Context: an optimization exercise on an open-source flow, tuned for small area, a short achievable clock period and few clock cycles per item. The choices shown serve that exercise and are no tape-out recipe.
Function was checked by simulation only, so behaviour that the tests miss may differ from the original.
No activity file was given, so power comes from the tool's default toggle rates.

== P ==
==> module cm_top, before the edit <==
module cm_top #(
    parameter logic [31:0] RF_BADDR = 32'd0      
) (
    input  wire         clk,
    input  wire         rst_n,
    input  wire  [31:0] rf_addr,
    input  wire         rf_wr,
    input  wire  [31:0] rf_cfg,
    output logic [31:0] rf_sts,
    output logic        mem_ce,
    output logic        mem_we,
    output logic [31:0] mem_addr,
    output logic [7:0]  mem_wr_data,
    input  wire  [7:0]  mem_rd_data
);
    logic sel_op1, sel_op2, sel_res, sel_nop, sel_start, sel_sts;
    logic [31:0] rf_q;
    assign sel_start = rf_wr & (rf_addr == RF_BADDR + 32'd4);
    assign sel_sts   = rf_wr & (rf_addr == RF_BADDR + 32'd5);
    always_ff @(posedge clk or negedge rst_n) begin
        if (!rst_n) begin
            sel_op1 <= 1'b0;
            sel_op2 <= 1'b0;
            sel_res <= 1'b0;
            sel_nop <= 1'b0;
        end else begin
            sel_op1 <= rf_wr & (rf_addr == RF_BADDR + 32'd0);
            sel_op2 <= rf_wr & (rf_addr == RF_BADDR + 32'd1);
            sel_res <= rf_wr & (rf_addr == RF_BADDR + 32'd2);
            sel_nop <= rf_wr & (rf_addr == RF_BADDR + 32'd3);
        end
    end
    always_ff @(posedge clk)
        rf_q <= rf_cfg;
    logic        running;        
    logic        done_q;         
    logic [10:1] s;              
    logic        first;          
    logic        second;         
    logic        last;           
    logic        rot;            
    logic        rz;             
    logic        ait;            
    logic        bit_q;          
    logic        b0;             
    logic [31:0] rd_cnt;         
    logic [31:0] nop_q;
    logic        go, pend, finish;
    logic        r_n, f_n, l_n;
    logic [10:1] s_n;
    assign go     = sel_start & rf_cfg[0] & ~running;
    assign pend   = first ? s[7] : s[10];                      
    assign finish = last & s[10];
    always_comb begin
        r_n = running;
        f_n = first;
        l_n = last;
        s_n = 10'd1;
        if (!running) begin
            if (go) begin
                r_n = 1'b1;
                f_n = 1'b1;
                l_n = 1'b0;
            end
        end else if (finish) begin
            r_n = 1'b0;
        end else if (pend) begin
            f_n = 1'b0;
            l_n = rz;
        end else if (last && !second && s[1]) begin
            s_n = 10'd1 << 4;                                    
        end else begin
            s_n = {s[9:1], 1'b0};
        end
    end
    always_ff @(posedge clk or negedge rst_n) begin
        if (!rst_n) begin
            running <= 1'b0;
            done_q  <= 1'b0;
            s       <= 10'd1;
            first   <= 1'b0;
            second  <= 1'b0;
            last    <= 1'b0;
            rot     <= 1'b0;
            ait     <= 1'b0;
            bit_q   <= 1'b0;
            b0      <= 1'b0;
            mem_ce  <= 1'b0;
            mem_we  <= 1'b0;
        end else begin
            if (sel_sts)
                done_q <= 1'b0;
            else if (running && finish)
                done_q <= 1'b1;
            running <= r_n;
            first   <= f_n;
            last    <= l_n;
            s       <= s_n;
            if (!running)
                second <= 1'b0;
            else if (pend)
                second <= first;
            rot     <= running & (((s[1] | s[3]) & ~last) |
                                  (first & s[6] & ~rz) |
                                  (~first & s[9] & (last | ~rz)));
            ait     <= running & (((s[6] | s[7] | s[8] | s[9]) & ~last) |
                                  (second & (s[1] | s[2])));
            bit_q   <= ait;
            b0      <= running & s[7] & ~last;
            mem_ce  <= r_n & ((|s_n[4:1]) ? ~l_n : ~f_n);
            mem_we  <= ~(|s_n[4:1]);
        end
    end
    always_ff @(posedge clk) begin
        if (sel_nop)
            nop_q <= rf_q;
        if (!running)
            rd_cnt <= 32'd0;
        else if (s[1] && !last)
            rd_cnt <= rd_cnt + 32'd1;
        rz <= (rd_cnt == nop_q);
    end
    assign rf_sts = {31'd0, done_q};
    logic [31:0] b_p, c_p, inc;
    assign inc = mem_addr + {31'd0, mem_ce};
    always_ff @(posedge clk or negedge rst_n) begin
        if (!rst_n) begin
            mem_addr <= 32'd0;
            b_p      <= 32'd0;
            c_p      <= 32'd0;
        end else begin
            if (sel_op1)
                mem_addr <= rf_q;
            else if (rot)
                mem_addr <= b_p;
            else
                mem_addr <= inc;
            if (sel_op2)
                b_p <= rf_q;
            else if (rot)
                b_p <= c_p;
            if (sel_res)
                c_p <= rf_q;
            else if (rot)
                c_p <= inc;
        end
    end
    logic [7:0] s_q, x1, y1, x2r, y2r, x2n, y2n;
    assign x2n = s[4] ? {mem_rd_data[3:0], mem_rd_data[7:4]} : {x2r[1:0], x2r[7:2]};
    assign y2n = s[5] ? {mem_rd_data[5:0], mem_rd_data[7:6]} : {y2r[1:0], y2r[7:2]};
    always_ff @(posedge clk) begin
        s_q <= mem_rd_data;                                       
        if (s[3]) begin
            x1 <= s_q;
            y1 <= mem_rd_data;
        end
        x2r <= x2n;
        y2r <= y2n;
    end
    function automatic logic [2:0] bdec(input logic [2:0] w);
        bdec = {w[2],
                (w[2] & ~w[1] & ~w[0]) | (~w[2] & w[1] & w[0]),
                w[1] ^ w[0]};
    endfunction
    function automatic logic [11:0] bterm(input logic [7:0] m, input logic [2:0] d, input logic inv);
        logic        neg;
        logic [10:0] mag;
        neg = d[2] ^ inv;
        mag = d[0] ? {{3{m[7]}}, m} : (d[1] ? {{2{m[7]}}, m, 1'b0} : 11'd0);
        bterm = {neg, mag ^ {11{neg}}};
    endfunction
    logic [2:0] dx, dy;              
    always_ff @(posedge clk) begin
        dx <= bdec({x2n[1:0], x2n[7] & ~s[6]});
        dy <= bdec({y2n[1:0], y2n[7] & ~s[6]});
    end
    logic [11:0] ta, tb, tc, td;
    logic [10:0] abx, aby;
    logic        cbx, cby;
    assign ta = bterm(x1, dx, 1'b0);
    assign tb = bterm(y1, dy, 1'b1);
    assign tc = bterm(x1, dy, 1'b0);
    assign td = bterm(y1, dx, 1'b0);
    always_ff @(posedge clk) begin
        abx <= ta[10:0] + tb[10:0] + {10'd0, ta[11]};
        cbx <= tb[11];
        aby <= tc[10:0] + td[10:0] + {10'd0, tc[11]};
        cby <= td[11];
    end
    logic [8:0]  px, py;
    logic [7:0]  lx, ly, lyn;
    logic [10:0] tx, ty;
    assign tx  = (b0 ? 11'd0 : {{2{px[8]}}, px}) + abx + {10'd0, cbx};
    assign ty  = (b0 ? 11'd0 : {{2{py[8]}}, py}) + aby + {10'd0, cby};
    assign lyn = bit_q ? {ty[1:0], ly[7:2]} : ly;
    always_ff @(posedge clk) begin
        if (bit_q) begin
            px <= tx[10:2];
            py <= ty[10:2];
            lx <= {tx[1:0], lx[7:2]};
            ly <= lyn;
        end
    end
    always_ff @(posedge clk) begin
        if (s[4] || (s[1] && last))
            mem_wr_data <= lyn;
        else if (s[5])
            mem_wr_data <= py[7:0];
        else if (s[6])
            mem_wr_data <= {8{py[8]}};
        else if (s[7])
            mem_wr_data <= lx;
        else if (s[8])
            mem_wr_data <= px[7:0];
        else if (s[9])
            mem_wr_data <= {8{mem_wr_data[7]}};
    end
endmodule
Settings: LEC_CHECK=0, CAP_MARGIN=20, CORE_MARGIN=2, CORE_UTILIZATION=40, PLACE_DENSITY=0.6, SETUP_SLACK_MARGIN=2.65, SLEW_MARGIN=20; clock period 5.0 ns.
standard.sh (not shown) runs the stock make flow with config.mk's settings and CLKGATE_MAP_FILE= SYNTH_SCRIPT=/design/flow/synth_recipe.tcl, a recipe that flattens the netlist after the stock synthesis.
==> flow/flow/run.sh <==
#!/bin/bash
# Standard layout, with plain buffers (instead of delay buffers) on the ports
# and a clock tree without dummy loads.
export BUFFER_PORTS_ARGS="-buffer_cell sky130_fd_sc_hd__buf_2"
export CTS_ARGS="-sink_clustering_enable -repair_clock_nets -dont_use_dummy_load"
bash standard.sh > standard.log 2>&1
Testbench counts of P, summed over its fixed seeds: cycles 15,065, ops 1,445.
--- input diff P..Q ---
diff --git a/flow/design.v b/flow/design.v
--- a/flow/design.v
+++ b/flow/design.v
@@ -17,22 +17,10 @@
 );
     logic sel_op1, sel_op2, sel_res, sel_nop, sel_start, sel_sts;
-    logic [31:0] rf_q;
+    assign sel_op1   = rf_wr & (rf_addr == RF_BADDR + 32'd0);
+    assign sel_op2   = rf_wr & (rf_addr == RF_BADDR + 32'd1);
+    assign sel_res   = rf_wr & (rf_addr == RF_BADDR + 32'd2);
+    assign sel_nop   = rf_wr & (rf_addr == RF_BADDR + 32'd3);
     assign sel_start = rf_wr & (rf_addr == RF_BADDR + 32'd4);
     assign sel_sts   = rf_wr & (rf_addr == RF_BADDR + 32'd5);
-    always_ff @(posedge clk or negedge rst_n) begin
-        if (!rst_n) begin
-            sel_op1 <= 1'b0;
-            sel_op2 <= 1'b0;
-            sel_res <= 1'b0;
-            sel_nop <= 1'b0;
-        end else begin
-            sel_op1 <= rf_wr & (rf_addr == RF_BADDR + 32'd0);
-            sel_op2 <= rf_wr & (rf_addr == RF_BADDR + 32'd1);
-            sel_res <= rf_wr & (rf_addr == RF_BADDR + 32'd2);
-            sel_nop <= rf_wr & (rf_addr == RF_BADDR + 32'd3);
-        end
-    end
-    always_ff @(posedge clk)
-        rf_q <= rf_cfg;
     logic        running;        
     logic        done_q;         
@@ -116,5 +104,5 @@
     always_ff @(posedge clk) begin
         if (sel_nop)
-            nop_q <= rf_q;
+            nop_q <= rf_cfg;
         if (!running)
             rd_cnt <= 32'd0;
@@ -133,5 +121,5 @@
         end else begin
             if (sel_op1)
-                mem_addr <= rf_q;
+                mem_addr <= rf_cfg;
             else if (rot)
                 mem_addr <= b_p;
@@ -139,9 +127,9 @@
                 mem_addr <= inc;
             if (sel_op2)
-                b_p <= rf_q;
+                b_p <= rf_cfg;
             else if (rot)
                 b_p <= c_p;
             if (sel_res)
-                c_p <= rf_q;
+                c_p <= rf_cfg;
             else if (rot)
                 c_p <= inc;
--- outcome ---
Q vs. P: share of cell area taken by flip-flops and latches went down by 4.4 points.
Q ends up with a internal power of the cells that is 9.9% lower than in P.
Between P and Q, wire length is lower for P, Q comes in above that.
Q: final critical-path setup slack 0.082 ns below P
Q against P: first-iteration DRC count rose about 14%, portion of total power attributed to combinational logic grew by 0.9 points, complex-gate fraction of the synthesized area has decreased, final cell count without fillers moved down, per-cell via count in the routed design increased by about 3.4% relative to the old numbers.
Q vs P — via count climbed slightly
Testbench counts of Q, summed over its fixed seeds: cycles 15,065, ops 1,445.

==> separate check: timing with driven ports <==
In the flow no input, the clock included, has a driving cell. The finished layouts below were timed again as built, in two steps.
Step 1 (the two cells are an assumption about what drives the block):
set clk [get_ports {clk}]
set_driving_cell -lib_cell sky130_fd_sc_hd__clkbuf_16 $clk
set_driving_cell -lib_cell sky130_fd_sc_hd__buf_2 [delete_from_list [all_inputs] $clk]
Step 2 times the ports against the registers' clock, not the clock port: input delays grow and output delays shrink by t, the midpoint of the rising clock arrivals with the driver on.
Slacks: no drivers / after step 1 / after step 2; pairs: no drivers / after step 1.
run	t, ns	setup slack, ns	hold WS [ns]
P	0.552	2.640 / 2.640 / 2.640	0.345 / 0.345 / 0.345
Q	0.540	2.558 / 2.558 / 2.114	0.354 / 0.354 / 0.354
After both steps every run listed still meets setup and hold. The setup slack of Q, which loses most, moves by 0.000 ns with the drivers and by -0.444 ns with both steps.
